Source: an optimization exercise on an open RTL-to-GDS flow (aim: small area and a short achievable clock period). Production flows keep margins and buffers that such runs may drop.
RTL that was checked went through simulation tests only; none was proved equivalent to the original.
Only the layout flow was run in run 1; the RTL was not checked for function there.
Power is estimated from default activity; no workload was simulated.

==> design.v <==
package dma_pkg;
    localparam int addr_w     = 32;
    localparam int data_w     = 64;
    localparam int beat_bytes = data_w / 8;
    localparam int pixel_w = 24;
    localparam int burst_len   = 16;
    localparam int burst_bytes = burst_len * beat_bytes;
    localparam int image_w = 16;
    localparam int image_h = 4;
    localparam int frame_bytes = image_w * image_h * beat_bytes;
    localparam int buff_num = 3;
    localparam int fifo_depth = 64;
    typedef logic [data_w-1:0] beat_t;
    typedef logic [addr_w-1:0] addr_t;
    typedef logic [1:0] slot_t;
    typedef logic [$clog2(burst_len+1)-1:0] beat_cnt_t;
    typedef logic [$clog2(fifo_depth+1)-1:0] level_t;
endpackage
module dma_frame_writer #(
    parameter dma_pkg::addr_t wr_base_addr = 32'h0200_0000
) (
    input  logic                             M_AXI_ACLK,
    input  logic                             M_AXI_ARESETN,
    output dma_pkg::addr_t                   m_axi_awaddr,
    output logic [7:0]                       m_axi_awlen,
    output logic [2:0]                       m_axi_awsize,
    output logic [1:0]                       m_axi_awburst,
    output logic                             m_axi_awvalid,
    input  logic                             m_axi_awready,
    output dma_pkg::beat_t                   m_axi_wdata,
    output logic [dma_pkg::beat_bytes-1:0]   m_axi_wstrb,
    output logic                             m_axi_wlast,
    output logic                             m_axi_wvalid,
    input  logic                             m_axi_wready,
    input  logic [1:0]                       m_axi_bresp,
    input  logic                             m_axi_bvalid,
    output logic                             m_axi_bready,
    input  logic                             pre_vs,
    input  logic                             pre_de,
    input  logic [dma_pkg::pixel_w-1:0]      pre_data,
    output logic                             wr_req,
    input  logic                             wr_enable,
    output logic                             wr_burst_now,
    output logic                             wr_burst_end
);
    localparam int pw    = dma_pkg::pixel_w;
    localparam int ring  = dma_pkg::fifo_depth - 1;
    localparam int rp_w  = $clog2(ring);
    assign m_axi_awlen   = 8'(dma_pkg::burst_len - 1);
    assign m_axi_awsize  = 3'($clog2(dma_pkg::beat_bytes));
    assign m_axi_awburst = 2'b01;
    assign m_axi_wstrb   = '1;
    always_ff @(posedge M_AXI_ACLK) begin
        if (!M_AXI_ARESETN) m_axi_bready <= 1'b0;
        else                m_axi_bready <= 1'b1;
    end
    logic       vs_d;
    logic       vs_rise, vs_fall;
    logic [1:0] slot;
    logic       base_load;
    assign vs_rise = pre_vs && !vs_d;
    assign vs_fall = !pre_vs && vs_d;
    always_ff @(posedge M_AXI_ACLK) begin
        if (!M_AXI_ARESETN) begin
            vs_d      <= 1'b0;
            slot      <= 2'd0;
            base_load <= 1'b0;
        end else begin
            vs_d      <= pre_vs;
            base_load <= vs_fall;
            if (vs_fall) slot <= (slot == 2'd2) ? 2'd0 : slot + 2'd1;
        end
    end
    logic [pw-1:0]   head;
    logic [pw-1:0]   mem [ring];
    logic [ring:0]   occ;
    logic            hv;
    logic            full, empty, one;
    logic            push_ok, pop_ok, to_head;
    logic            ring_push, ring_pop;
    logic            w_hs;
    assign full      = occ[ring];
    assign empty     = !hv;
    assign one       = hv && occ[0];
    assign push_ok   = pre_de && !full && !vs_rise;
    assign pop_ok    = w_hs && !empty && !vs_rise;
    assign to_head   = pop_ok ? one : empty;
    assign ring_push = push_ok && !to_head;
    assign ring_pop  = pop_ok && !one;
    assign m_axi_wdata = {{(dma_pkg::data_w - pw){1'b0}}, head};
    logic [pw-1:0]   rdata;
    localparam int ngrp = ring / 3;
    logic [pw-1:0] grp_n [ngrp];
    for (genvar g = 0; g < ngrp; g++) begin : g_grp
        for (genvar b = 0; b < pw; b++) begin : g_bit
            ring_aoi u_aoi (
                .s0 (occ[3*g+1]), .d0 (mem[3*g][b]),
                .s1 (occ[3*g+2]), .d1 (mem[3*g+1][b]),
                .s2 (occ[3*g+3]), .d2 (mem[3*g+2][b]),
                .y_n(grp_n[g][b])
            );
        end
    end
    always_comb begin
        rdata = '0;
        for (int g = 0; g < ngrp; g++) rdata = rdata | ~grp_n[g];
    end
    always_ff @(posedge M_AXI_ACLK) begin
        if (pre_de && !full) begin
            mem[0] <= pre_data;
            for (int i = 1; i < ring; i++) mem[i] <= mem[i-1];
        end
    end
    always_ff @(posedge M_AXI_ACLK) begin
        if (!M_AXI_ARESETN || vs_rise) begin
            occ    <= (ring+1)'(1);
            hv     <= 1'b0;
            wr_req <= 1'b0;
            head   <= '0;
        end else begin
            if (ring_push && !ring_pop) begin
                occ    <= {occ[ring-1:0], 1'b0};
                wr_req <= wr_req || occ[14];
            end else if (ring_pop && !ring_push) begin
                occ    <= {1'b0, occ[ring:1]};
                wr_req <= wr_req && !occ[15];
            end
            if (to_head) begin
                head <= push_ok ? pre_data : '0;
                hv   <= push_ok;
            end else if (pop_ok) begin
                head <= rdata;
            end
        end
    end
    logic        start, aw_hs;
    logic [24:0] aw_hi;
    assign start = wr_req && wr_enable && !wr_burst_now;
    assign aw_hs = m_axi_awvalid && m_axi_awready;
    assign m_axi_awaddr = {aw_hi, wr_base_addr[6:0]};
    always_ff @(posedge M_AXI_ACLK) begin
        if (!M_AXI_ARESETN) begin
            wr_burst_now  <= 1'b0;
            m_axi_awvalid <= 1'b0;
            aw_hi         <= wr_base_addr[31:7];
        end else begin
            if (wr_burst_end) wr_burst_now <= 1'b0;
            else if (start)   wr_burst_now <= 1'b1;
            if (aw_hs)        m_axi_awvalid <= 1'b0;
            else if (start)   m_axi_awvalid <= 1'b1;
            if (base_load)    aw_hi <= wr_base_addr[31:7] + {21'd0, slot, 2'b00};
            else if (aw_hs)   aw_hi <= aw_hi + 25'd1;
        end
    end
    logic [3:0] beat_cnt;
    assign w_hs         = m_axi_wvalid && m_axi_wready;
    assign wr_burst_end = m_axi_wlast && m_axi_wready;
    always_ff @(posedge M_AXI_ACLK) begin
        if (!M_AXI_ARESETN) begin
            m_axi_wvalid <= 1'b0;
            m_axi_wlast  <= 1'b0;
            beat_cnt     <= 4'd0;
        end else begin
            if (wr_burst_end) m_axi_wvalid <= 1'b0;
            else if (aw_hs)   m_axi_wvalid <= 1'b1;
            if (wr_burst_end) beat_cnt <= 4'd0;
            else if (w_hs)    beat_cnt <= beat_cnt + 4'd1;
            m_axi_wlast <= m_axi_wlast ? !m_axi_wready
                                       : (w_hs && beat_cnt == 4'd14);
        end
    end
endmodule
module ring_aoi (
    input  logic s0, d0, s1, d1, s2, d2,
    output logic y_n
);
    assign y_n = !((s0 && d0) || (s1 && d1) || (s2 && d2));
endmodule
==> flow/run.sh <==
#!/bin/bash
# The standard layout (standard.sh) with two layout choices changed:
# clock tree sinks clustered more coarsely without dummy loads, and
# port buffers started from buf_2 (timing repair may still resize them).
set -euo pipefail
cat >> "$FLOW_CONFIG" <<'EOT'
export CTS_ARGS = -sink_clustering_enable -repair_clock_nets -dont_use_dummy_load -sink_clustering_size 20 -sink_clustering_max_diameter 80
export BUFFER_PORTS_ARGS = -buffer_cell sky130_fd_sc_hd__buf_2
EOT
bash standard.sh > standard.log 2>&1
==> standard.sh <==
#!/bin/bash
# synth_recipe.tcl (not shown) runs the flow's synth.tcl, then flattens the netlist and writes it again
# the make line also repeats each setting of config.mk as NAME=value (left out here)
make -C /OpenROAD-flow-scripts/flow DESIGN_CONFIG=/design/flow/config.mk WORK_HOME=/design/flow/orfs CLKGATE_MAP_FILE= SYNTH_SCRIPT=/design/flow/synth_recipe.tcl "${@:-finish}"
==> config.mk <==
export PLATFORM = sky130hd
export DESIGN_NAME = dma_frame_writer
export DESIGN_NICKNAME = dma_frame_writer
export VERILOG_FILES = /design/flow/design.v
export SDC_FILE = /design/flow/constraint.sdc
export NUM_CORES = 4
export LEC_CHECK = 0
export CAP_MARGIN = 20
export CORE_MARGIN = 2
export CORE_UTILIZATION = 40
export SETUP_SLACK_MARGIN = 2.95
export SLEW_MARGIN = 20
export SYNTH_HIERARCHICAL = 1
export SYNTH_MINIMUM_KEEP_SIZE = 0
export TNS_END_PERCENT = 10
export CTS_ARGS = -sink_clustering_enable -repair_clock_nets -dont_use_dummy_load -sink_clustering_size 20 -sink_clustering_max_diameter 80
export BUFFER_PORTS_ARGS = -buffer_cell sky130_fd_sc_hd__buf_2
==> constraint.sdc <==
create_clock -name core_clock -period 5.5 [get_ports {M_AXI_ACLK}]
set_input_delay 1.1000 -clock core_clock [delete_from_list [all_inputs] [get_ports {M_AXI_ACLK}]]
set_output_delay 1.1000 -clock core_clock [all_outputs]
set_load 0.01 [all_outputs]
==> out/qor.csv, run 1 <==
stage;metric;value;unit
clock_tree;count of clock tree sinks;1640;
detailed_routing;routed vias/inst;6.12;
job;max cap viols;0;
placed_design;routability congestion estimate;0.774;
yosys;Synth warnings;10;
power;Int Power;17.4;mW
placed_design;Port Buffers;86;
yosys;Distinct cells, synth;40;
setup_path;critical path type;input pin to register;
clock_tree;CTS Buf Count;92;
global_routing;total grt overflow;0;
timing;Fin. Hold Viols;0;
detailed_routing;ANT nets after route;0;
timing;Final setup viols;0;
global_routing;first-pass GRT wire length;193000;um
yosys;ys async rst share;0;
timing;Slew Limit Fails;0;
yosys;mux cell area share after synthesis;0.0107;
detailed_routing;drt first-iter violations;6151;
power;Worst IR Drop VDD;0.272;mV
yosys;Post-Synth XOR/XNOR Area;0.00197;
power;net switching power;4.38;mW
yosys;commonest cells in the netlist;edfxtp_1 (1,512), a222oi_1 (504), nor2_1 (175), dfxtp_1 (128), nand4_1 (102);
finish;final-layout fill cell count;12200;
global_routing;total track usage;0.170;
setup_path;Arr. time, crit path;3.16;ns
yosys;Yosys top cell by area;edfxtp_1;
timing;Sum Neg Setup Slack;0;ns
global_routing;largest net degree at the start of global routing;162;
setup_path;Crit Reg-Reg Startpoint;occ[3];
power;Leak Pwr;20.6;nW
setup_path;Crit Path Max Fanout;158;
placed_design;pre-CTS setup slack;1.50;ns
yosys;Post-Synth Adder-Cell Area;0.000866;
placed_design;hpwl dp;79000;um
yosys;mapped cell area;57800;um^2
die;die extent in x;384;um
die;Die Y;384;um
yosys;register area share after synthesis;0.830;
global_routing;number of global-route vias before repair;29400;
setup_path;reg2reg path depth;6;
yosys;Synth Flop Type;edfxtp_1;
yosys;average size of a mapped cell;19.6;um^2
timing;relative slew slack;0.215;
yosys;Synth area leaders;edfxtp_1 (79%), a222oi_1 (8.7%), dfxtp_1 (4.4%);
power;clock network fraction of total power;0.307;
yosys;count leader, synth;edfxtp_1;
worst_hold_path;Hold Crit Class;register to register;
detailed_routing;DR WL/cell;25.5;um
clock_tree;hold bufs inserted after CTS;0;
detailed_routing;TritonRoute pass-1 iters;10;
yosys;simple logic cell fraction of the synthesized area;0.0378;
finish;fraction of layout cells with a size suffix above 1;0.102;
die;# rows;139;
clock_tree;clock slew at reported path FFs;0.08;ns
clock_tree;CTS tree;yes;
finish;fin nets;3201;
status;status;timing/DRC/antenna clean;
clock_tree;Root Driver;clkbuf_16;
power;Gate power share;0.019;
setup_path;Crit. Startpoint;pre_de;
setup_path;worst endpoint required time;5.86;ns
timing;Final min period;2.80;ns
finish;Layout area overhead;10.1;%
setup_path;CP Launch Type;input pin;
die;Starting Density;0.403;
detailed_routing;post-route DRC violation count;0;
clock_tree;clock latency at the later pin of the worst-skew pair;0.70;ns
die;I/O pins;158;
setup_path;FF-to-FF End;head[4];
power;Flop pwr share;0.674;
yosys;Synth Area in Compound Gates;0.105;
die;total core area;143000;um^2
setup_path;Worst Setup EP;mem[9][19];
yosys;Post-synth EDFFs;1512;
power;PwrDens;343;nW/um^2
power;Sw Share;0.201;
timing;Worst Max-Slew Pin Slew;1.18;ns
timing;f_max;0.357;GHz
detailed_routing;Total Wirelength;129000;um
global_routing;initial antenna violation count;2;
timing;Final period util;0.510;
worst_hold_path;worst hold path cell count;0;
timing;RSZ-0062 raised after global routing;yes;
setup_path;R2R setup slack;2.75;ns
timing;worst-case clock skew;0.0560;ns
setup_path;Crit. End Element;register;
clock_tree;Max clock buf depth;3;
die;DIE AREA;147000;um^2
yosys;Seq cells post-synth;1640;
timing;final setup margin;2.70;ns
yosys;post-synth top area share;0.786;
yosys;dominant combinational cell family by area after synthesis;compound AO/OA/AOI/OAI gates;
yosys;Post-Syn Instances;2954;
clock_tree;H-tree Lvls;3;
detailed_routing;via count;31000;
stage by stage:
step	power [mW]	std cells	hold slack, ns	cell area [um^2]	utilization
2_1_floorplan	15.5	3020	0.425	58100	-
3_3_place_gp	15.3	4955	0.426	60700	0.423
3_5_place_dp	15.4	4955	0.431	60700	0.423
4_1_cts	22.0	5062	0.415	63500	0.443
5_1_grt	22.5	5065	0.425	63600	0.443
6_report	21.8	5066	0.410	63600	0.443
state kept, by name, summed over array words and instances (netlist names), 2 cells and up:
signal,cells
head,24
aw_hi,25
occ,64
beat_cnt,4
slot,2
mem,1512
metal layers:
layer  GRT usage  routed length, um  vias up
met5           0                  0        -
met4      0.0396               2070        0
met3      0.0199               9930      115
met2       0.258              58900     1387
met1       0.263              58300    16200
li1            -                  -    13400
per-module statistics from Yosys, one instance, submodules excluded:
module | cell area (um^2) | times used
dma_frame_writer | 52700 | 1
ring_aoi | 10.0 | 504
worst max-delay path, cell delays in order:
cell	delay (ns)
buf_2	0.10
nor2b_4	0.12
buf_4	0.33
buf_16	0.48
bufbuf_16	0.70
area by class of cell:
cell class,count,area (um^2),share of cell area
antenna,2,5.00,0.0000787
multi-input combinational,1251,9580,0.151
tap,1903,2380,0.0374
timing repair buffer,166,1290,0.0202
clock buffer,92,2300,0.0362
sequential,1640,48000,0.755
inverter,12,45.0,0.000708
timing repair:
action	4_1_cts	5_1_grt
pin swaps	35	0
buffers inserted	13	0
gates resized for setup	53	7
endpoints found under the setup margin	1075	932
gates cloned	2	0
placed cells by master, fill, tap and decap left out, types with 6 or more instances in the layout:
cell       Yosys  routed
a21oi_1       81      81
clkbuf_16      0      92
nand2_1       40      39
nor2_1       175     175
conb_1         2      68
or4_1          8       8
inv_1         12      12
buf_6          0       7
a222oi_1     504     504
nor4_4         0      13
a21o_1        24      24
dfxtp_2        0      32
xnor2_1       10      10
buf_2          3      86
edfxtp_1    1512    1512
buf_4         68      57
or3_1          7       7
nor4_1        28      13
o21ai_0        9       9
dfxtp_1      128      93
nand4_1      102     102
mux2i_1       62      62
o2111a_1      24      24
nand3_1       60      55
o31ai_1        6       6
kinds of logic (layout without fill, tap and decap cells):
logic type | count (synthesis) | in the layout
XOR/XNOR | 13 | 13
multiplexers | 62 | 62
AND/OR/NAND/NOR | 445 | 445
other | 2 | 70
buffers and inverters | 129 | 270
AO/OA/AOI/OAI | 659 | 659
adder cells (fa/ha/maj) | 4 | 4
flip-flops | 1640 | 1640
how the worst min path moves through the flow:
| stage | slack [ns] | startpoint | endpoint |
|---|---|---|---|
| floorplan | 0.43 | mem[9][0] | mem[10][0] |
| global placement | 0.43 | mem[57][17] | mem[58][17] |
| detailed placement | 0.43 | mem[39][5] | mem[40][5] |
| CTS | 0.42 | mem[8][6] | mem[9][6] |
| global route | 0.43 | mem[8][6] | mem[9][6] |
| finish | 0.41 | mem[8][6] | mem[9][6] |
power groups by stage:
stage	registers, mW	logic (mW)	clock network [mW]
detailed placement	15.0	0.398	0
finish	14.7	0.414	6.69
global placement	14.9	0.384	0
CTS	14.7	0.414	6.92
global route	14.8	0.453	7.30
floorplan	15.2	0.296	0
==> run 2: changes to the inputs <==
--- a/design.v
+++ b/design.v
@@ -72,5 +72,5 @@
         end
     end
-    logic [pw-1:0]   head;
+    logic [pw-1:0]   head_lo, head_hi;
     logic [pw-1:0]   mem [ring];
     logic [ring:0]   occ;
@@ -88,6 +88,5 @@
     assign ring_push = push_ok && !to_head;
     assign ring_pop  = pop_ok && !one;
-    assign m_axi_wdata = {{(dma_pkg::data_w - pw){1'b0}}, head};
-    logic [pw-1:0]   rdata;
+    assign m_axi_wdata = {{(dma_pkg::data_w - pw){1'b0}}, head_lo | head_hi};
     localparam int ngrp = ring / 3;
     logic [pw-1:0] grp_n [ngrp];
@@ -102,7 +101,13 @@
         end
     end
+    localparam int nlo = (ngrp + 1) / 2;
+    logic [pw-1:0] rd_lo, rd_hi;
     always_comb begin
-        rdata = '0;
-        for (int g = 0; g < ngrp; g++) rdata = rdata | ~grp_n[g];
+        rd_lo = '0;
+        rd_hi = '0;
+        for (int g = 0; g < ngrp; g++) begin
+            if (g < nlo) rd_lo = rd_lo | ~grp_n[g];
+            else         rd_hi = rd_hi | ~grp_n[g];
+        end
     end
     always_ff @(posedge M_AXI_ACLK) begin
@@ -117,5 +122,6 @@
             hv     <= 1'b0;
             wr_req <= 1'b0;
-            head   <= '0;
+            head_lo <= '0;
+            head_hi <= '0;
         end else begin
             if (ring_push && !ring_pop) begin
@@ -127,8 +133,10 @@
             end
             if (to_head) begin
-                head <= push_ok ? pre_data : '0;
-                hv   <= push_ok;
+                head_lo <= push_ok ? pre_data : '0;
+                head_hi <= '0;
+                hv      <= push_ok;
             end else if (pop_ok) begin
-                head <= rdata;
+                head_lo <= rd_lo;
+                head_hi <= rd_hi;
             end
         end
--- a/config.mk
+++ b/config.mk
@@ -9,9 +9,8 @@
 export CORE_MARGIN = 2
 export CORE_UTILIZATION = 40
-export SETUP_SLACK_MARGIN = 2.95
+export SETUP_SLACK_MARGIN = 2.85
 export SLEW_MARGIN = 20
 export SYNTH_HIERARCHICAL = 1
 export SYNTH_MINIMUM_KEEP_SIZE = 0
-export TNS_END_PERCENT = 10
 export CTS_ARGS = -sink_clustering_enable -repair_clock_nets -dont_use_dummy_load -sink_clustering_size 20 -sink_clustering_max_diameter 80
 export BUFFER_PORTS_ARGS = -buffer_cell sky130_fd_sc_hd__buf_2
==> out/qor.csv, run 2 <==
stage;metric;value;unit
finish;number of flip-flops in the largest register;1512;
die;Starting Density;0.403;
worst_hold_path;Hold EP;mem[28][1];
clock_tree;H-tree Lvls;3;
setup_path;R2R setup slack;2.94;ns
yosys;count leader, synth;edfxtp_1;
yosys;average size of a mapped cell;19.1;um^2
yosys;commonest cells in the netlist;edfxtp_1 (1,512), a222oi_1 (504), nor2_1 (179), dfxtp_1 (152), nand4_1 (106);
global_routing;first-pass GRT wire length;190000;um
detailed_routing;via count;31200;
clock_tree;CTS Buf Count;94;
placed_design;routability congestion estimate;0.766;
die;I/O pins;158;
finish;most frequent cells in the layout;edfxtp_1 (1,512), a222oi_1 (504), nor2_1 (179);
setup_path;reg2reg path depth;5;
detailed_routing;TritonRoute pass-1 iters;10;
finish;fin nets;3332;
timing;Final setup viols;0;
timing;Final min period;2.60;ns
yosys;Synth Area in Compound Gates;0.107;
finish;Layout area overhead;9.93;%
timing;Worst Max-Slew Pin Slew;1.24;ns
global_routing;largest net degree at the start of global routing;192;
timing;final setup margin;2.90;ns
finish;biggest regs;mem (1512), occ (64), aw_hi (25);
yosys;Synth area leaders;edfxtp_1 (77%), a222oi_1 (8.6%), dfxtp_1 (5.2%);
setup_path;CP Launch Type;input pin;
yosys;post-synth top area share;0.774;
timing;Final period util;0.473;
detailed_routing;post-route DRC violation count;0;
die;# rows;140;
yosys;Synth warnings;10;
detailed_routing;DR WL/cell;24.2;um
finish;fraction of layout cells with a size suffix above 1;0.101;
worst_hold_path;Hold Crit Class;register to register;
finish;n_diodes;0;
yosys;Yosys top cell by area;edfxtp_1;
die;total core area;146000;um^2
detailed_routing;routed vias/inst;5.99;
clock_tree;Root Driver;clkbuf_16;
power;Leak Pwr;20.8;nW
finish;final instance area;64500;um^2
setup_path;Crit Path Max Fanout;4;
setup_path;worst endpoint required time;4.40;ns
yosys;mux cell area share after synthesis;0.0106;
placed_design;Port Buffers;86;
detailed_routing;Total Wirelength;126000;um
setup_path;Arr. time, crit path;1.50;ns
yosys;ys async rst share;0;
yosys;mapped cell area;58600;um^2
yosys;Seq cells post-synth;1664;
yosys;register area share after synthesis;0.826;
placed_design;hpwl dp;77900;um
die;Die Y;387;um
global_routing;number of global-route vias before repair;30100;
timing;worst-case clock skew;0.0729;ns
timing;Sum Neg Setup Slack;0;ns
timing;Slew Limit Fails;0;
yosys;Post-synth EDFFs;1512;
yosys;Post-Syn Instances;3066;
timing;RSZ-0062 raised after global routing;no;
timing;relative slew slack;0.172;
die;die extent in x;387;um
detailed_routing;drt first-iter violations;5635;
placed_design;Post-DP Area;61800;um^2
die;DIE AREA;150000;um^2
detailed_routing;wire length on met1;54700;um
clock_tree;Max clock buf depth;3;
job;max cap viols;0;
setup_path;Crit. End Element;output pin;
detailed_routing;wire length on met2;61500;um
worst_hold_path;worst hold path cell count;0;
clock_tree;CTS tree;yes;
setup_path;critical path type;input pin to output pin;
setup_path;Crit Reg-Reg Startpoint;occ[3];
timing;f_max;0.384;GHz
global_routing;initial antenna violation count;0;
clock_tree;clock latency at the later pin of the worst-skew pair;0.71;ns
detailed_routing;ANT nets after route;0;
global_routing;total grt overflow;0;
worst_hold_path;Worst Hold Launch;mem[27][1];
clock_tree;count of clock tree sinks;1664;
clock_tree;clock slew at reported path FFs;0.08;ns
power;Worst IR Drop VDD;0.297;mV
setup_path;FF-to-FF End;head_lo[19];
yosys;Post-Synth Adder-Cell Area;0.000854;
power;PwrDens;342;nW/um^2
yosys;dominant combinational cell family by area after synthesis;compound AO/OA/AOI/OAI gates;
finish;most common cell after layout, fill and taps aside;edfxtp_1;
yosys;Synth Flop Type;edfxtp_1;
timing;Fin. Hold Viols;0;
global_routing;total track usage;0.162;
yosys;simple logic cell fraction of the synthesized area;0.0404;
detailed_routing;Top Metal Used;met4;
detailed_routing;met3 wire length;7250;um
finish;Biggest register;mem;
yosys;Post-Synth XOR/XNOR Area;0.00224;
placed_design;pre-CTS setup slack;1.80;ns
yosys;Distinct cells, synth;50;
status;status;timing/DRC/antenna clean;
run 2: cell types whose count changed in the layout (fill, tap and decap cells not counted), sizes merged, moves of 21 or more:
| cell | previous run | this run |
|---|---|---|
| nor4 | 28 | 6 |
| a211oi | 4 | 27 |
| nand2 | 40 | 70 |
| nor3 | 5 | 29 |
| or2 | 0 | 24 |
| nand3 | 60 | 31 |
| o41ai | 0 | 22 |
| a21o | 24 | 1 |
| buf | 163 | 187 |
| a21oi | 82 | 103 |
| o2111a | 24 | 0 |
| dfxtp | 128 | 152 |
| o21ai | 9 | 34 |
run 2: layer usage:
layer / GRT usage / up-vias
met3: 0.0191 / 154
li1: - / 13800
met1: 0.230 / 16200
met5: 0 / -
met4: 0.0456 / 0
met2: 0.263 / 1113
run 2: timing repair:
action,CTS,global route
endpoints found under the setup margin,812,129
cloned,0,1
gates resized for setup,33,3
setup buffers,3,9
hold buffers,0,0
pin swaps,1,1
run 2: report_power, final:
part	leakage [nW]	internal (mW)	switching, mW
clock network	1.16	3.03	3.75
logic	3.61	0.0830	0.341
registers	16.0	14.5	0.323
total	20.8	17.6	4.41
run 2: logic make-up after synthesis:
group,count (synthesis)
mux,62
buf+inv,133
simple gates,481
flops,1664
xor+xnor,15
compound gates,705
other cells,2
fa+ha+maj,4
run 2: final cells by class:
type | instances | area, um^2
Timing Repair Buffer | 188 | 1440
Clock buffer | 94 | 2350
Multi-Input combinational cell | 1335 | 9760
Fill cell | 12500 | 81100
Sequential cell | 1664 | 48500
Inverter | 11 | 41.3
Tap cell | 1917 | 2400
run 2: modules after synthesis (local to each module, per instance):
module            area, um^2  flip-flops and latches  cells inside  times used
ring_aoi                10.0                       0             1         504
dma_frame_writer       53600                    1664          2562           1
run 2: worst max path at each step:
stage,endpoint,cells past startpoint,slack (ns),start
2_1_floorplan,occ[28],11,-19.87,pre_de
3_3_place_gp,occ[55],10,1.83,pre_de
3_5_place_dp,occ[53],10,1.80,pre_de
4_1_cts,m_axi_wdata[18],2,2.85,head_lo[18]
5_1_grt,head_lo[9],5,2.85,occ[1]
6_report,wr_burst_end,3,2.90,m_axi_wready
run 2: metrics by stage:
| stage | power, mW | instances | hold WS, ns | utilization |
|---|---|---|---|---|
| global route | 22.8 | 5209 | 0.423 | 0.443 |
| detailed placement | 15.5 | 5102 | 0.431 | 0.425 |
| CTS | 22.3 | 5199 | 0.413 | 0.442 |
| floorplan | 15.7 | 3132 | 0.425 | - |
| global placement | 15.5 | 5102 | 0.426 | 0.425 |
| finish | 22.1 | 5209 | 0.421 | 0.443 |
run 2: worst max-delay path, cell delays in order:
cell	delay, ns
buf_2	0.13
and2_1	0.14
buf_2	0.13
==> run 3: changes to the inputs <==
--- a/config.mk
+++ b/config.mk
@@ -9,5 +9,5 @@
 export CORE_MARGIN = 2
 export CORE_UTILIZATION = 40
-export SETUP_SLACK_MARGIN = 2.85
+export SETUP_SLACK_MARGIN = 2.95
 export SLEW_MARGIN = 20
 export SYNTH_HIERARCHICAL = 1
==> out/qor.csv, run 3 <==
stage;metric;value;unit
clock_tree;Max clock buf depth;3;
finish;final instance area;64800;um^2
detailed_routing;post-route DRC violation count;0;
yosys;commonest cells in the netlist;edfxtp_1 (1,512), a222oi_1 (504), nor2_1 (179), dfxtp_1 (152), nand4_1 (106);
global_routing;first-pass GRT wire length;191000;um
yosys;post-synth top area share;0.774;
finish;number of flip-flops in the largest register;1512;
finish;Layout area overhead;10.5;%
setup_path;CP top delay family;flip-flops;
clock_tree;Root Driver;clkbuf_16;
yosys;Post-synth EDFFs;1512;
placed_design;Port Buffers;86;
timing;f_max;0.388;GHz
setup_path;Crit. End Element;output pin;
setup_path;Arr. time, crit path;1.47;ns
finish;fin nets;3339;
setup_path;Largest stage delay, worst path;0.36;ns
power;PwrDens;341;nW/um^2
clock_tree;CTS Buf Count;94;
timing;relative slew slack;0.296;
detailed_routing;via count;31200;
setup_path;Slowest-stage cell, CP;dfxtp_2;
die;DIE AREA;150000;um^2
die;die extent in x;387;um
clock_tree;clock slew at reported path FFs;0.08;ns
global_routing;largest net degree at the start of global routing;192;
die;Starting Density;0.403;
clock_tree;CTS tree;yes;
yosys;ys async rst share;0;
yosys;Synth area leaders;edfxtp_1 (77%), a222oi_1 (8.6%), dfxtp_1 (5.2%);
clock_tree;hold bufs inserted after CTS;0;
clock_tree;clock latency at the later pin of the worst-skew pair;0.71;ns
detailed_routing;Total Wirelength;127000;um
yosys;Seq cells post-synth;1664;
yosys;Synth Flop Type;edfxtp_1;
timing;Final min period;2.57;ns
global_routing;total grt overflow;0;
finish;fraction of layout cells with a size suffix above 1;0.111;
timing;RSZ-0062 raised after global routing;yes;
timing;worst-case clock skew;0.0721;ns
setup_path;Crit Path Max Fanout;2;
die;I/O pins;158;
timing;hold slack;0.422;ns
placed_design;Post-DP Area;61800;um^2
detailed_routing;drt first-iter violations;5677;
timing;Worst Max-Slew Pin Slew;1.06;ns
setup_path;CP Launch Type;register;
clock_tree;count of clock tree sinks;1664;
timing;Sum Neg Setup Slack;0;ns
clock_tree;H-tree Lvls;3;
yosys;count leader, synth;edfxtp_1;
worst_hold_path;Hold Crit Class;register to register;
power;Worst IR Drop VDD;0.298;mV
setup_path;CP bufs+invs;1;
placed_design;hpwl dp;77900;um
yosys;average size of a mapped cell;19.1;um^2
power;Leak Pwr;20.9;nW
global_routing;initial antenna violation count;0;
finish;Biggest register;mem;
yosys;mapped cell area;58600;um^2
die;total core area;146000;um^2
finish;most frequent cells in the layout;edfxtp_1 (1,512), a222oi_1 (504), nor2_1 (179);
yosys;Yosys top cell by area;edfxtp_1;
timing;Final period util;0.468;
timing;Fin. Hold Viols;0;
global_routing;number of global-route vias before repair;30200;
die;Die Y;387;um
yosys;Synth warnings;10;
finish;n_diodes;0;
timing;Slew Limit Fails;0;
detailed_routing;routed vias/inst;5.99;
yosys;Post-Syn Instances;3066;
finish;biggest regs;mem (1512), occ (64), aw_hi (25);
die;# rows;140;
yosys;Distinct cells, synth;50;
finish;most common cell after layout, fill and taps aside;edfxtp_1;
setup_path;worst endpoint required time;4.40;ns
timing;Final setup viols;0;
power;Pwr Total;22.1;mW
setup_path;cells along the critical path;or2_4 -> buf_2;
detailed_routing;DR WL/cell;24.4;um
job;max cap viols;0;
detailed_routing;ANT nets after route;0;
detailed_routing;TritonRoute pass-1 iters;12;
placed_design;routability congestion estimate;0.766;
setup_path;critical path type;register to output pin;
finish;Final Util;0.445;
global_routing;total track usage;0.163;
status;status;timing/DRC/antenna clean;
yosys;register area share after synthesis;0.826;
## run 3: cell counts after synthesis
No cell type changed its count.
## run 3: what timing repair did
| item | 4_1_cts | 5_1_grt |
|---|---|---|
| endpoints found under the setup margin | 1132 | 546 |
| setup buffers | 6 | 10 |
| endpoints found under the hold margin | 0 | 0 |
| pin swaps | 16 | 3 |
| gates cloned | 1 | 3 |
| resized for setup | 95 | 15 |
## run 3: per-module statistics from Yosys (local to each module, per instance)
module            area, um^2  flip-flops and latches  cells
dma_frame_writer       53600                    1664   2562
ring_aoi                10.0                       0      1
## run 3: stage by stage
step	worst slack (ns)	std cells
2_1_floorplan	-19.87	3132
3_3_place_gp	1.83	5102
3_5_place_dp	1.80	5102
4_1_cts	2.85	5203
5_1_grt	2.88	5216
6_report	2.93	5216
## run 3: area by class of cell
cell class	instances	area (um^2)
fillers	12500	80800
flip-flops and latches	1664	48500
multi-input cells	1335	9810
well taps	1917	2400
clock buffers	94	2350
repair buffers	195	1690
inverters	11	41.3
## run 3: kinds of logic (layout without fill, tap and decap cells)
group / Yosys count / in the layout / share of synthesized area
other: 2 / 68 / 0.000128
flip-flops: 1664 / 1664 / 0.826
AND/OR/NAND/NOR: 481 / 481 / 0.0404
adder cells (fa/ha/maj): 4 / 4 / 0.000854
AO/OA/AOI/OAI: 705 / 705 / 0.107
XOR/XNOR: 15 / 15 / 0.00224
multiplexers: 62 / 62 / 0.0106
buffers and inverters: 133 / 300 / 0.0130
## run 3: power by group
| part | total, mW | switching (mW) | leakage (nW) | internal, mW |
|---|---|---|---|---|
| combinational | 0.451 | 0.349 | 3.69 | 0.102 |
| clock | 6.79 | 3.76 | 1.16 | 3.03 |
| sequential | 14.9 | 0.323 | 16.0 | 14.5 |
## run 3: worst register-to-register path, delay by kind of cell, from the launching register on
kind / cells / cell delay [ns]
AND/OR/NAND/NOR: 1 / 0.25
AO/OA/AOI/OAI: 3 / 1.28
buffers and inverters: 1 / 0.35
flip-flops: 1 / 0.47
## run 3: per-layer routing
layer,wire length (um),up-vias,global-route usage
met2,61800,1173,0.265
met3,7530,146,0.0199
met5,0,-,0
met4,2620,0,0.0449
met1,55100,16200,0.232
li1,-,13800,-
## run 3: final timing paths
kind | from | endpoint | cells after the start | slack, ns
worst max-delay path | head_lo[12] | m_axi_wdata[12] | 2 | 2.93
worst min-delay path | mem[10][0] | mem[11][0] | 0 | 0.42
worst max register to register | occ[3] | head_lo[19] | 5 | 3.03
worst min register to register | mem[10][0] | mem[11][0] | 0 | 0.42
==> run 4: changes to the inputs <==
--- a/flow/run.sh
+++ b/flow/run.sh
@@ -5,5 +5,5 @@
 set -euo pipefail
 cat >> "$FLOW_CONFIG" <<'EOT'
-export CTS_ARGS = -sink_clustering_enable -repair_clock_nets -dont_use_dummy_load -sink_clustering_size 20 -sink_clustering_max_diameter 80
+export CTS_ARGS = -sink_clustering_enable -repair_clock_nets -dont_use_dummy_load -sink_clustering_size 20 -sink_clustering_max_diameter 80 -buf_list sky130_fd_sc_hd__clkbuf_8
 export BUFFER_PORTS_ARGS = -buffer_cell sky130_fd_sc_hd__buf_2
 EOT
--- a/config.mk
+++ b/config.mk
@@ -13,4 +13,4 @@
 export SYNTH_HIERARCHICAL = 1
 export SYNTH_MINIMUM_KEEP_SIZE = 0
-export CTS_ARGS = -sink_clustering_enable -repair_clock_nets -dont_use_dummy_load -sink_clustering_size 20 -sink_clustering_max_diameter 80
+export CTS_ARGS = -sink_clustering_enable -repair_clock_nets -dont_use_dummy_load -sink_clustering_size 20 -sink_clustering_max_diameter 80 -buf_list sky130_fd_sc_hd__clkbuf_8
 export BUFFER_PORTS_ARGS = -buffer_cell sky130_fd_sc_hd__buf_2
==> out/qor.csv, run 4 <==
stage;metric;value;unit
power;Pwr Total;20.4;mW
clock_tree;H-tree Lvls;3;
clock_tree;clock slew at reported path FFs;0.11;ns
global_routing;largest net degree at the start of global routing;192;
yosys;post-synth top area share;0.774;
placed_design;hpwl dp;77900;um
timing;Final period util;0.490;
finish;Final Util;0.438;
setup_path;Arr. time, crit path;1.60;ns
timing;relative slew slack;0.191;
timing;Final setup viols;0;
die;Die Y;387;um
power;Worst IR Drop VDD;0.194;mV
detailed_routing;Total Wirelength;127000;um
clock_tree;clock latency at the later pin of the worst-skew pair;0.82;ns
finish;Multi-input gate area;9820;um^2
timing;RSZ-0062 raised after global routing;yes;
finish;Biggest register;mem;
placed_design;Cells after DPL;5102;
yosys;Yosys top cell by area;edfxtp_1;
setup_path;Crit. End Element;output pin;
yosys;register area share after synthesis;0.826;
clock_tree;CTS Buf Count;94;
global_routing;initial antenna violation count;2;
setup_path;worst endpoint required time;4.40;ns
setup_path;Slowest-stage cell, CP;dfxtp_2;
detailed_routing;drt first-iter violations;5604;
clock_tree;CTS tree;yes;
clock_tree;Root Driver;clkbuf_8;
timing;worst-case clock skew;0.0948;ns
yosys;Synth area leaders;edfxtp_1 (77%), a222oi_1 (8.6%), dfxtp_1 (5.2%);
finish;most frequent cells in the layout;edfxtp_1 (1,512), a222oi_1 (504), nor2_1 (179);
detailed_routing;post-route DRC violation count;0;
finish;Layout area overhead;8.73;%
global_routing;total track usage;0.163;
yosys;average size of a mapped cell;19.1;um^2
finish;fin nets;3341;
power;PwrDens;320;nW/um^2
global_routing;first-pass GRT wire length;191000;um
clock_tree;Max clock buf depth;3;
die;total core area;146000;um^2
die;DIE AREA;150000;um^2
placed_design;routability congestion estimate;0.766;
finish;final-layout fill cell count;12600;
detailed_routing;via count;31200;
die;Starting Density;0.403;
clock_tree;count of clock tree sinks;1664;
detailed_routing;ANT nets after route;0;
yosys;commonest cells in the netlist;edfxtp_1 (1,512), a222oi_1 (504), nor2_1 (179), dfxtp_1 (152), nand4_1 (106);
die;die extent in x;387;um
die;I/O pins;158;
setup_path;CP top delay family;flip-flops;
yosys;Post-Syn Instances;3066;
timing;Fin. Hold Viols;0;
yosys;Synth warnings;10;
job;max cap viols;0;
detailed_routing;routed vias/inst;5.97;
yosys;ys async rst share;0;
timing;Final min period;2.70;ns
timing;Sum Neg Setup Slack;0;ns
finish;biggest regs;mem (1512), occ (64), aw_hi (25);
finish;number of flip-flops in the largest register;1512;
yosys;mapped cell area;58600;um^2
yosys;Post-synth EDFFs;1512;
setup_path;Largest stage delay, worst path;0.37;ns
detailed_routing;DR WL/cell;24.3;um
finish;Post-Layout Cell Count;5220;
yosys;Synth Flop Type;edfxtp_1;
status;status;timing/DRC/antenna clean;
timing;Worst Max-Slew Pin Slew;1.21;ns
finish;fraction of layout cells with a size suffix above 1;0.119;
finish;total area of sequential cells;48600;um^2
placed_design;Port Buffers;86;
global_routing;total grt overflow;0;
yosys;count leader, synth;edfxtp_1;
timing;hold slack;0.416;ns
timing;f_max;0.371;GHz
power;Leak Pwr;20.4;nW
detailed_routing;TritonRoute pass-1 iters;9;
die;# rows;140;
setup_path;Crit Path Max Fanout;2;
yosys;Distinct cells, synth;50;
setup_path;cells along the critical path;or2_4 -> buf_2;
setup_path;CP Launch Type;register;
setup_path;critical path type;register to output pin;
timing;Slew Limit Fails;0;
worst_hold_path;Hold Crit Class;register to register;
global_routing;number of global-route vias before repair;30200;
yosys;Seq cells post-synth;1664;
finish;most common cell after layout, fill and taps aside;edfxtp_1;
setup_path;CP bufs+invs;1;
==> run 4: modules after synthesis (local to each module, per instance) <==
module            times used  cells inside  cell area [um^2]
dma_frame_writer           1          2562             53600
ring_aoi                 504             1              10.0
==> run 4: repair_timing <==
action	4_1_cts	5_1_grt
pin swaps	17	5
cloned	1	0
buffers inserted	13	8
resized for setup	129	14
hold buffers	0	0
setup endpoints to repair	769	106
==> run 4: layout make-up <==
type	count	share of cell area
Sequential cell	1664	0.762
Multi-Input combinational cell	1335	0.154
Tap cell	1917	0.0376
Timing Repair Buffer	197	0.0255
Clock buffer	94	0.0203
Inverter	11	0.000648
Antenna cell	2	0.0000785
==> run 4: per-layer routing <==
metal	vias to the layer above	share of wire	GRT usage
met2	1084	0.49	0.265
met3	169	0.056	0.0196
li1	13700	-	-
met5	-	0	0
met4	0	0.022	0.0476
met1	16200	0.44	0.232
==> run 4: where the power goes <==
group / switching [mW] / total, mW / internal [mW]
logic: 0.345 / 0.439 / 0.0940
registers: 0.323 / 14.8 / 14.5
clock network: 3.54 / 5.09 / 1.55
==> run 4: metrics by stage <==
step                setup slack, ns  instance area [um^2]
floorplan                    -19.87                 59000
global placement               1.83                 61800
detailed placement             1.80                 61800
CTS                            2.69                 63600
global route                   2.73                 63800
finish                         2.80                 63800
==> run 4: worst paths after layout <==
check,startpoint,to,slack [ns],cells after the start
setup / recovery,head_lo[12],m_axi_wdata[12],2.80,2
hold / removal,mem[10][0],mem[11][0],0.42,0
setup reg to reg,occ[18],head_lo[7],2.94,5
hold reg to reg,mem[10][0],mem[11][0],0.42,0
==> run 4: logic make-up (layout without fill, tap and decap cells) <==
kind of cell	Yosys count	in the layout	synth area share
XOR/XNOR	15	15	0.00224
adder cells (fa/ha/maj)	4	4	0.000854
AND/OR/NAND/NOR	481	481	0.0404
multiplexers	62	62	0.0106
buffers and inverters	133	302	0.0130
AO/OA/AOI/OAI	705	705	0.107
flip-flops	1664	1664	0.826
other	2	70	0.000128
==> run 5: changes to the inputs <==
--- a/flow/run.sh
+++ b/flow/run.sh
@@ -5,5 +5,5 @@
 set -euo pipefail
 cat >> "$FLOW_CONFIG" <<'EOT'
-export CTS_ARGS = -sink_clustering_enable -repair_clock_nets -dont_use_dummy_load -sink_clustering_size 20 -sink_clustering_max_diameter 80 -buf_list sky130_fd_sc_hd__clkbuf_8
+export CTS_ARGS = -sink_clustering_enable -repair_clock_nets -dont_use_dummy_load -sink_clustering_size 24 -sink_clustering_max_diameter 100
 export BUFFER_PORTS_ARGS = -buffer_cell sky130_fd_sc_hd__buf_2
 EOT
--- a/config.mk
+++ b/config.mk
@@ -13,4 +13,4 @@
 export SYNTH_HIERARCHICAL = 1
 export SYNTH_MINIMUM_KEEP_SIZE = 0
-export CTS_ARGS = -sink_clustering_enable -repair_clock_nets -dont_use_dummy_load -sink_clustering_size 20 -sink_clustering_max_diameter 80 -buf_list sky130_fd_sc_hd__clkbuf_8
+export CTS_ARGS = -sink_clustering_enable -repair_clock_nets -dont_use_dummy_load -sink_clustering_size 24 -sink_clustering_max_diameter 100
 export BUFFER_PORTS_ARGS = -buffer_cell sky130_fd_sc_hd__buf_2
==> out/qor.csv, run 5 <==
stage;metric;value;unit
status;status;timing/DRC/antenna clean;
timing;relative slew slack;0.307;
placed_design;Port Buffers;86;
detailed_routing;drt first-iter violations;5411;
finish;number of flip-flops in the largest register;1512;
finish;Layout area overhead;9.98;%
yosys;ys async rst share;0;
timing;f_max;0.391;GHz
setup_path;reg2reg path depth;5;
clock_tree;H-tree Lvls;3;
finish;fin nets;3326;
power;Leak Pwr;20.7;nW
timing;final setup margin;2.94;ns
yosys;Seq cells post-synth;1664;
power;clock network fraction of total power;0.289;
clock_tree;clock latency at the later pin of the worst-skew pair;0.68;ns
setup_path;CP Launch Type;register;
power;net switching power;4.33;mW
timing;Final setup viols;0;
clock_tree;clock slew at reported path FFs;0.09;ns
yosys;register area share after synthesis;0.826;
die;Starting Density;0.403;
finish;most common cell after layout, fill and taps aside;edfxtp_1;
power;Int Power;17.2;mW
timing;Fin. Hold Viols;0;
timing;worst-case clock skew;0.0535;ns
finish;fraction of layout cells with a size suffix above 1;0.107;
detailed_routing;Top Metal Used;met4;
detailed_routing;DR WL/cell;24.4;um
yosys;Post-Syn Instances;3066;
die;die extent in x;387;um
finish;Final Util;0.443;
timing;Slew Limit Fails;0;
die;I/O pins;158;
yosys;count leader, synth;edfxtp_1;
yosys;Synth Flop Type;edfxtp_1;
power;PwrDens;334;nW/um^2
global_routing;total grt overflow;0;
global_routing;largest net degree at the start of global routing;192;
setup_path;R2R setup slack;3.01;ns
yosys;Post-synth EDFFs;1512;
global_routing;initial antenna violation count;0;
setup_path;critical path type;register to output pin;
power;Pwr Total;21.5;mW
detailed_routing;Total Wirelength;127000;um
power;Flop pwr share;0.690;
timing;Worst Max-Slew Pin Slew;1.04;ns
yosys;Synth warnings;10;
setup_path;Crit. End Element;output pin;
yosys;Yosys top cell by area;edfxtp_1;
timing;Final min period;2.56;ns
detailed_routing;ANT nets after route;0;
setup_path;worst endpoint required time;4.40;ns
detailed_routing;wire length on met1;55000;um
detailed_routing;wire length on met2;61600;um
power;Worst IR Drop VDD;0.228;mV
die;Die Y;387;um
yosys;post-synth top area share;0.774;
job;max cap viols;0;
placed_design;hpwl dp;77900;um
clock_tree;count of clock tree sinks;1664;
yosys;Synth area leaders;edfxtp_1 (77%), a222oi_1 (8.6%), dfxtp_1 (5.2%);
setup_path;Crit Path Max Fanout;2;
timing;RSZ-0062 raised after global routing;yes;
yosys;Distinct cells, synth;50;
die;DIE AREA;150000;um^2
power;Gate power share;0.021;
worst_hold_path;Worst Hold Launch;mem[49][14];
detailed_routing;via count;31200;
setup_path;Crit Reg-Reg Startpoint;occ[3];
global_routing;number of global-route vias before repair;30000;
worst_hold_path;Hold Crit Class;register to register;
finish;most frequent cells in the layout;edfxtp_1 (1,512), a222oi_1 (504), nor2_1 (179);
setup_path;Arr. time, crit path;1.46;ns
yosys;average size of a mapped cell;19.1;um^2
setup_path;FF-to-FF End;head_lo[16];
global_routing;total track usage;0.162;
timing;Final period util;0.465;
clock_tree;CTS Buf Count;79;
yosys;mapped cell area;58600;um^2
die;# rows;140;
detailed_routing;met3 wire length;7560;um
clock_tree;CTS tree;yes;
detailed_routing;post-route DRC violation count;0;
finish;biggest regs;mem (1512), occ (64), aw_hi (25);
finish;Biggest register;mem;
worst_hold_path;Hold EP;mem[50][14];
yosys;commonest cells in the netlist;edfxtp_1 (1,512), a222oi_1 (504), nor2_1 (179), dfxtp_1 (152), nand4_1 (106);
timing;Sum Neg Setup Slack;0;ns
placed_design;pre-CTS setup slack;1.80;ns
clock_tree;Root Driver;clkbuf_16;
global_routing;first-pass GRT wire length;190000;um
detailed_routing;TritonRoute pass-1 iters;9;
power;Sw Share;0.201;
clock_tree;Max clock buf depth;3;
die;total core area;146000;um^2
detailed_routing;routed vias/inst;5.99;
worst_hold_path;worst hold path cell count;0;
placed_design;routability congestion estimate;0.766;
finish;n_diodes;0;
## run 5: cell counts after synthesis
Identical to the previous run, type by type.
## run 5: per-layer routing
| metal | vias to the layer above | global-route usage |
|---|---|---|
| li1 | 13700 | - |
| met1 | 16200 | 0.231 |
| met2 | 1084 | 0.263 |
| met3 | 145 | 0.0192 |
| met4 | 0 | 0.0416 |
| met5 | - | 0 |
## run 5: worst max-delay path by stage
stage                     slack, ns         from  cells after the start         endpoint
after floorplan              -19.87       pre_de                     11          occ[28]
after global placement         1.83       pre_de                     10          occ[55]
after detailed placement       1.80       pre_de                     10          occ[53]
after CTS                      2.90  head_hi[12]                      2  m_axi_wdata[12]
after global routing           2.91  head_lo[12]                      2  m_axi_wdata[12]
final                          2.94  head_lo[12]                      2  m_axi_wdata[12]
## run 5: power groups by stage
stage	combinational (mW)	clock (mW)	sequential (mW)
after floorplan	0.299	0	15.4
after global placement	0.396	0	15.1
after detailed placement	0.413	0	15.1
after CTS	0.437	6.46	14.8
after global routing	0.488	6.86	14.9
final	0.451	6.23	14.9
## run 5: per-stage QoR
stage	hold WS, ns	cell area [um^2]	cells
after CTS	0.400	64200	5186
after detailed placement	0.431	61800	5102
final	0.399	64500	5203
after global placement	0.426	61800	5102
after floorplan	0.425	59000	3132
after global routing	0.415	64500	5203
## run 5: per-module statistics from Yosys (local to each module, per instance)
module	cell area, um^2	copies in the design
ring_aoi	10.0	504
dma_frame_writer	53600	1
## run 5: kinds of logic (layout without fill, tap and decap cells)
| group | count (synthesis) | count (layout) | share of synthesized area |
|---|---|---|---|
| multiplexers | 62 | 62 | 0.0106 |
| buffers and inverters | 133 | 287 | 0.0130 |
| other | 2 | 68 | 0.000128 |
| AND/OR/NAND/NOR | 481 | 481 | 0.0404 |
| XOR/XNOR | 15 | 15 | 0.00224 |
| flip-flops | 1664 | 1664 | 0.826 |
| adder cells (fa/ha/maj) | 4 | 4 | 0.000854 |
| AO/OA/AOI/OAI | 705 | 705 | 0.107 |
## run 5: timing repair
item	4_1_cts	5_1_grt
buffers inserted	4	13
gates cloned	1	4
resized for setup	95	19
hold buffers	0	0
endpoints found under the setup margin	1140	679
pin swaps	12	6
endpoints found under the hold margin	0	0
## run 5: critical path, stage by stage (launching register included)
cell     delay (ns)
dfxtp_4        0.37
or2_4          0.28
buf_6          0.13
## run 5: layout make-up
cell class	instances	area [um^2]
Clock buffer	79	1980
Fill cell	12500	81100
Inverter	11	41.3
Multi-Input combinational cell	1335	9820
Sequential cell	1664	48500
Tap cell	1917	2400
Timing Repair Buffer	197	1740
==> run 6: changes to the inputs <==
--- a/config.mk
+++ b/config.mk
@@ -9,5 +9,5 @@
 export CORE_MARGIN = 2
 export CORE_UTILIZATION = 40
-export SETUP_SLACK_MARGIN = 2.95
+export SETUP_SLACK_MARGIN = 3.0
 export SLEW_MARGIN = 20
 export SYNTH_HIERARCHICAL = 1
==> out/qor.csv, run 6 <==
stage;metric;value;unit
die;I/O pins;158;
timing;RSZ-0062 raised after global routing;yes;
clock_tree;clock slew at reported path FFs;0.10;ns
die;Starting Density;0.403;
yosys;Synth warnings;10;
power;PwrDens;333;nW/um^2
yosys;average size of a mapped cell;19.1;um^2
finish;fraction of layout cells with a size suffix above 1;0.111;
timing;worst-case clock skew;0.0549;ns
detailed_routing;ANT nets after route;0;
finish;Biggest register;mem;
worst_hold_path;Worst Hold Launch;mem[49][14];
detailed_routing;DR WL/cell;24.5;um
finish;Post-Layout Cell Count;5202;
timing;Final period util;0.464;
timing;Final setup viols;0;
power;clock network fraction of total power;0.289;
setup_path;reg2reg path depth;5;
setup_path;critical path type;register to output pin;
finish;n_diodes;0;
finish;Layout area overhead;10.1;%
placed_design;routability congestion estimate;0.766;
finish;most common cell after layout, fill and taps aside;edfxtp_1;
global_routing;total track usage;0.162;
yosys;register area share after synthesis;0.826;
timing;Sum Neg Setup Slack;0;ns
setup_path;Crit Path Max Fanout;2;
global_routing;largest net degree at the start of global routing;192;
finish;Final Util;0.444;
setup_path;CP bufs+invs;1;
placed_design;Cells after DPL;5102;
timing;Slew Limit Fails;0;
global_routing;first-pass GRT wire length;190000;um
yosys;mapped cell area;58600;um^2
yosys;Post-synth EDFFs;1512;
yosys;Yosys top cell by area;edfxtp_1;
finish;fin nets;3325;
clock_tree;H-tree Lvls;3;
worst_hold_path;Hold EP;mem[50][14];
die;die extent in x;387;um
yosys;Synth area leaders;edfxtp_1 (77%), a222oi_1 (8.6%), dfxtp_1 (5.2%);
finish;most frequent cells in the layout;edfxtp_1 (1,512), a222oi_1 (504), nor2_1 (179);
placed_design;Post-DP Area;61800;um^2
clock_tree;count of clock tree sinks;1664;
setup_path;Crit. End Element;output pin;
yosys;Seq cells post-synth;1664;
detailed_routing;drt first-iter violations;5615;
power;Leak Pwr;20.8;nW
timing;relative slew slack;0.344;
global_routing;number of global-route vias before repair;30100;
job;max cap viols;0;
detailed_routing;post-route DRC violation count;0;
detailed_routing;routed vias/inst;6.02;
power;net switching power;4.32;mW
setup_path;CP top delay family;flip-flops;
setup_path;worst endpoint required time;4.40;ns
setup_path;Crit Reg-Reg Startpoint;occ[3];
finish;number of flip-flops in the largest register;1512;
placed_design;Port Buffers;86;
detailed_routing;Total Wirelength;127000;um
clock_tree;CTS tree;yes;
power;Int Power;17.2;mW
setup_path;cells along the critical path;or2_4 -> buf_6;
timing;Worst Max-Slew Pin Slew;0.983;ns
power;Flop pwr share;0.690;
timing;Fin. Hold Viols;0;
clock_tree;Root Driver;clkbuf_16;
setup_path;Crit. path cell count;2;
finish;biggest regs;mem (1512), occ (64), aw_hi (25);
finish;final-layout fill cell count;12500;
global_routing;initial antenna violation count;0;
timing;f_max;0.392;GHz
clock_tree;CTS Buf Count;79;
clock_tree;clock latency at the later pin of the worst-skew pair;0.69;ns
die;total core area;146000;um^2
worst_hold_path;worst hold path cell count;0;
die;DIE AREA;150000;um^2
placed_design;hpwl dp;77900;um
die;# rows;140;
setup_path;R2R setup slack;3.05;ns
timing;Final min period;2.55;ns
yosys;post-synth top area share;0.774;
setup_path;FF-to-FF End;head_lo[20];
power;Sw Share;0.201;
power;Worst IR Drop VDD;0.226;mV
setup_path;CP Launch Type;register;
setup_path;Largest stage delay, worst path;0.37;ns
detailed_routing;TritonRoute pass-1 iters;7;
clock_tree;Max clock buf depth;3;
power;Gate power share;0.021;
yosys;Synth Flop Type;edfxtp_1;
global_routing;total grt overflow;0;
setup_path;Arr. time, crit path;1.45;ns
yosys;Post-Syn Instances;3066;
die;Die Y;387;um
yosys;commonest cells in the netlist;edfxtp_1 (1,512), a222oi_1 (504), nor2_1 (179), dfxtp_1 (152), nand4_1 (106);
worst_hold_path;Hold Crit Class;register to register;
yosys;ys async rst share;0;
status;status;timing/DRC/antenna clean;
detailed_routing;via count;31300;
yosys;count leader, synth;edfxtp_1;
setup_path;Slowest-stage cell, CP;dfxtp_4;
yosys;Distinct cells, synth;50;
finish;final instance area;64600;um^2
==> run 6: cell counts after synthesis <==
Identical to the previous run, type by type.
==> run 6: final cells by class <==
class | instances | area [um^2] | share of cell area
inverters | 11 | 41.3 | 0.000639
well taps | 1917 | 2400 | 0.0371
repair buffers | 196 | 1790 | 0.0277
clock buffers | 79 | 1980 | 0.0306
multi-input cells | 1335 | 9850 | 0.153
flip-flops and latches | 1664 | 48500 | 0.751
==> run 6: cell families after synthesis <==
group / after synthesis / synth area share
compound gates: 705 / 0.107
xor+xnor: 15 / 0.00224
fa+ha+maj: 4 / 0.000854
buf+inv: 133 / 0.0130
flops: 1664 / 0.826
mux: 62 / 0.0106
other cells: 2 / 0.000128
simple gates: 481 / 0.0404
==> run 6: worst max-delay path by stage <==
stage / start / endpoint
3_5_place_dp: pre_de / occ[53]
6_report: head_lo[12] / m_axi_wdata[12]
4_1_cts: head_hi[12] / m_axi_wdata[12]
3_3_place_gp: pre_de / occ[55]
5_1_grt: head_lo[12] / m_axi_wdata[12]
2_1_floorplan: pre_de / occ[28]
==> run 6: worst reg2reg max path: cells and delay by family (launching register included) <==
kind / cells / cell delay, ns
flops: 1 / 0.48
simple gates: 1 / 0.15
compound gates: 3 / 1.37
buf+inv: 1 / 0.33
==> run 6: timing repair <==
action	in CTS	in global routing
gates resized for setup	108	24
gates cloned	1	6
buffers inserted	12	2
pin swaps	22	8
endpoints found under the setup margin	1196	814
hold buffers	0	0
==> run 6: power groups by stage <==
| stage | Sequential [mW] | Combinational, mW | Clock (mW) |
|---|---|---|---|
| 2_1_floorplan | 15.4 | 0.299 | 0 |
| 3_3_place_gp | 15.1 | 0.396 | 0 |
| 3_5_place_dp | 15.1 | 0.413 | 0 |
| 4_1_cts | 14.8 | 0.443 | 6.46 |
| 5_1_grt | 14.9 | 0.494 | 6.86 |
| 6_report | 14.9 | 0.458 | 6.23 |
==> run 6: metal layers <==
metal / up-vias / wire, um / track usage
met5: - / 0 / 0
met4: 0 / 2650 / 0.0415
met3: 152 / 7140 / 0.0193
met2: 1092 / 61700 / 0.264
met1: 16300 / 55800 / 0.232
li1: 13700 / - / -
==> run 6: modules after synthesis, one instance, submodules excluded <==
module	copies in the design	cell area, um^2
dma_frame_writer	1	53600
ring_aoi	504	10.0
==> run 6: through the flow <==
step                power (mW)  setup slack, ns  hold WS, ns
floorplan                 15.7           -19.87        0.425
global placement          15.5             1.83        0.426
detailed placement        15.5             1.80        0.431
CTS                       21.8             2.90        0.400
global route              22.3             2.91        0.415
finish                    21.5             2.95        0.396
==> run 7: changes to the inputs <==
--- a/config.mk
+++ b/config.mk
@@ -8,6 +8,6 @@
 export CAP_MARGIN = 20
 export CORE_MARGIN = 2
-export CORE_UTILIZATION = 40
-export SETUP_SLACK_MARGIN = 3.0
+export CORE_UTILIZATION = 50
+export SETUP_SLACK_MARGIN = 2.95
 export SLEW_MARGIN = 20
 export SYNTH_HIERARCHICAL = 1
==> out/qor.csv, run 7 <==
stage;metric;value;unit
yosys;mapped cell area;58600;um^2
global_routing;initial antenna violation count;4;
setup_path;Crit Reg-Reg Startpoint;occ[63];
detailed_routing;DR WL/cell;26.8;um
placed_design;routability congestion estimate;0.800;
status;status;timing/DRC/antenna clean;
finish;most frequent cells in the layout;edfxtp_1 (1,512), a222oi_1 (504), nor2_1 (178);
yosys;Synth area leaders;edfxtp_1 (77%), a222oi_1 (8.6%), dfxtp_1 (5.2%);
yosys;Yosys top cell by area;edfxtp_1;
timing;Final setup viols;0;
clock_tree;Max clock buf depth;3;
global_routing;largest net degree at the start of global routing;210;
clock_tree;clock slew at reported path FFs;0.09;ns
setup_path;CP bufs+invs;1;
setup_path;CP Launch Type;register;
setup_path;cells along the critical path;or2_4 -> buf_2;
placed_design;Port Buffers;86;
setup_path;worst endpoint required time;4.40;ns
placed_design;hpwl dp;75700;um
finish;Layout area overhead;8.91;%
yosys;post-synth top area share;0.774;
setup_path;critical path type;register to output pin;
setup_path;Crit. End Element;output pin;
power;Pwr Total;21.5;mW
clock_tree;Root Driver;clkbuf_16;
detailed_routing;post-route DRC violation count;0;
die;I/O pins;158;
yosys;Seq cells post-synth;1664;
setup_path;Slowest-stage cell, CP;dfxtp_4;
clock_tree;H-tree Lvls;3;
finish;Post-Layout Cell Count;4784;
job;max cap viols;0;
yosys;Synth warnings;10;
die;Starting Density;0.505;
die;DIE AREA;120000;um^2
finish;most common cell after layout, fill and taps aside;edfxtp_1;
finish;fin nets;3299;
power;Worst IR Drop VDD;0.233;mV
setup_path;Crit. Startpoint;head_lo[12];
finish;final-layout fill cell count;8927;
yosys;Post-synth EDFFs;1512;
detailed_routing;routed vias/inst;6.59;
yosys;commonest cells in the netlist;edfxtp_1 (1,512), a222oi_1 (504), nor2_1 (179), dfxtp_1 (152), nand4_1 (106);
yosys;average size of a mapped cell;19.1;um^2
yosys;ys async rst share;0;
die;total core area;116000;um^2
detailed_routing;Total Wirelength;128000;um
timing;Final min period;2.58;ns
timing;relative slew slack;0.306;
finish;fraction of layout cells with a size suffix above 1;0.104;
setup_path;Crit Path Max Fanout;2;
power;Leak Pwr;20.6;nW
detailed_routing;ANT nets after route;0;
yosys;Post-Syn Instances;3066;
finish;total area of sequential cells;48600;um^2
yosys;register area share after synthesis;0.826;
setup_path;CP top delay family;flip-flops;
timing;Fin. Hold Viols;0;
timing;Worst Max-Slew Pin Slew;1.04;ns
clock_tree;CTS tree;yes;
global_routing;number of global-route vias before repair;30000;
yosys;Distinct cells, synth;50;
detailed_routing;drt first-iter violations;6189;
detailed_routing;TritonRoute pass-1 iters;10;
finish;biggest regs;mem (1512), occ (64), aw_hi (25);
yosys;count leader, synth;edfxtp_1;
global_routing;first-pass GRT wire length;190000;um
global_routing;total track usage;0.205;
timing;Final period util;0.470;
timing;Sum Neg Setup Slack;0;ns
finish;number of flip-flops in the largest register;1512;
finish;Biggest register;mem;
worst_hold_path;Hold Crit Class;register to register;
clock_tree;count of clock tree sinks;1664;
clock_tree;CTS Buf Count;79;
timing;f_max;0.387;GHz
detailed_routing;via count;31500;
timing;RSZ-0062 raised after global routing;yes;
setup_path;Largest stage delay, worst path;0.40;ns
worst_hold_path;Worst Hold Launch;mem[17][10];
global_routing;total grt overflow;0;
setup_path;Arr. time, crit path;1.48;ns
finish;Multi-input gate area;9800;um^2
finish;Final Util;0.550;
clock_tree;clock latency at the later pin of the worst-skew pair;0.68;ns
yosys;Synth Flop Type;edfxtp_1;
timing;Slew Limit Fails;0;
power;PwrDens;336;nW/um^2
timing;worst-case clock skew;0.0468;ns
die;Die Y;346;um
die;# rows;125;
die;die extent in x;346;um
timing;hold slack;0.431;ns
placed_design;Cells after DPL;4687;
run 7: changes by cell type in the layout (fill, tap and decap cells not counted), moves of 4 or more:
cell / change
buf_4: -24
dfxtp_4: +10
dfxtp_2: -6
buf_6: -5
o41ai_1: +5
clkbuf_16: -4
dfxtp_1: -4
o41ai_2: -4
run 7: kinds of logic after synthesis:
kind of cell	after synthesis	share of synthesized area
flip-flops	1664	0.826
AO/OA/AOI/OAI	705	0.107
AND/OR/NAND/NOR	481	0.0404
buffers and inverters	133	0.0130
multiplexers	62	0.0106
XOR/XNOR	15	0.00224
adder cells (fa/ha/maj)	4	0.000854
other	2	0.000128
run 7: per-layer routing:
metal / share of wire / global-route usage / up-vias
li1: - / - / 13700
met2: 0.47 / 0.321 / 1394
met5: 0.000094 / 0 / -
met4: 0.024 / 0.0526 / 2
met3: 0.081 / 0.0402 / 178
met1: 0.43 / 0.298 / 16300
run 7: final timing paths:
check	endpoint	slack [ns]	cells after the start
worst max-delay path	m_axi_wdata[12]	2.92	2
worst min-delay path	mem[18][10]	0.43	0
worst max register to register	mem[16][10]	3.07	3
worst min register to register	mem[18][10]	0.43	0
run 7: repair_timing:
action	CTS	global route
hold buffers	0	0
setup buffers	8	3
pin swaps	13	2
gates cloned	4	2
setup endpoints to repair	275	622
resized for setup	113	12
run 7: modules after synthesis, one instance, submodules excluded:
module	flip-flops and latches	cells inside
dma_frame_writer	1664	2562
ring_aoi	0	1
run 7: metrics by stage:
stage	instance area (um^2)	setup WS, ns
5_1_grt	63900	2.87
4_1_cts	63700	2.87
6_report	63900	2.92
3_3_place_gp	61200	1.74
2_1_floorplan	59000	-19.87
3_5_place_dp	61200	1.59
run 7: where the power goes:
group | total (mW) | internal (mW) | switching, mW | leakage [nW]
clock | 6.19 | 2.58 | 3.61 | 0.974
sequential | 14.9 | 14.5 | 0.333 | 16.1
combinational | 0.440 | 0.0982 | 0.342 | 3.59
run 7: layout make-up:
cell class | instances | share of cell area
multi-input cells | 1335 | 0.154
repair buffers | 170 | 0.0247
flip-flops and latches | 1664 | 0.760
inverters | 11 | 0.000647
diodes | 1 | 0.0000392
well taps | 1524 | 0.0299
clock buffers | 79 | 0.0310

## static timing again, ports no longer ideal
In the flow no input, the clock included, has a driving cell. The finished layouts below were timed again as built, in two steps.
Step 1 assumes that a clkbuf_16 drives the clock port and a buf_2 every other input.
Step 2 adds t to the input delays and takes it off the output delays; t is the mean of the earliest and latest rising clock arrival at the registers after step 1. Input paths then give back, and output paths get back, about the clock's delay inside the block.
a / b / c = ideal ports / drivers / drivers and shift; a / b = the first two.
run	t, ns	setup slack, ns	hold WS [ns]	worst setup path after step 2	slew at the worst register clock pin (ns)
run 1	0.750	2.697 / 2.741 / 1.990	0.410 / 0.410 / 0.410	input to register	0.09 / 0.09
run 2	0.750	2.899 / 2.837 / 2.206	0.421 / 0.421 / 0.421	input to register	0.09 / 0.09
run 3	0.750	2.926 / 2.849 / 2.302	0.422 / 0.422 / 0.422	input to register	0.09 / 0.09
run 4	0.854	2.802 / 2.722 / 2.214	0.416 / 0.406 / 0.416	input to register	0.12 / 0.12
run 5	0.738	2.942 / 2.862 / 2.310	0.399 / 0.399 / 0.399	input to register	0.10 / 0.10
run 6	0.738	2.946 / 2.865 / 2.398	0.396 / 0.396 / 0.396	input to register	0.10 / 0.10
run 7	0.719	2.917 / 2.848 / 2.264	0.431 / 0.431 / 0.431	input to register	0.10 / 0.10
After both steps every run listed still meets setup and hold. The setup slack of run 1, which loses most, moves by +0.044 ns with the drivers and by -0.707 ns with both steps.
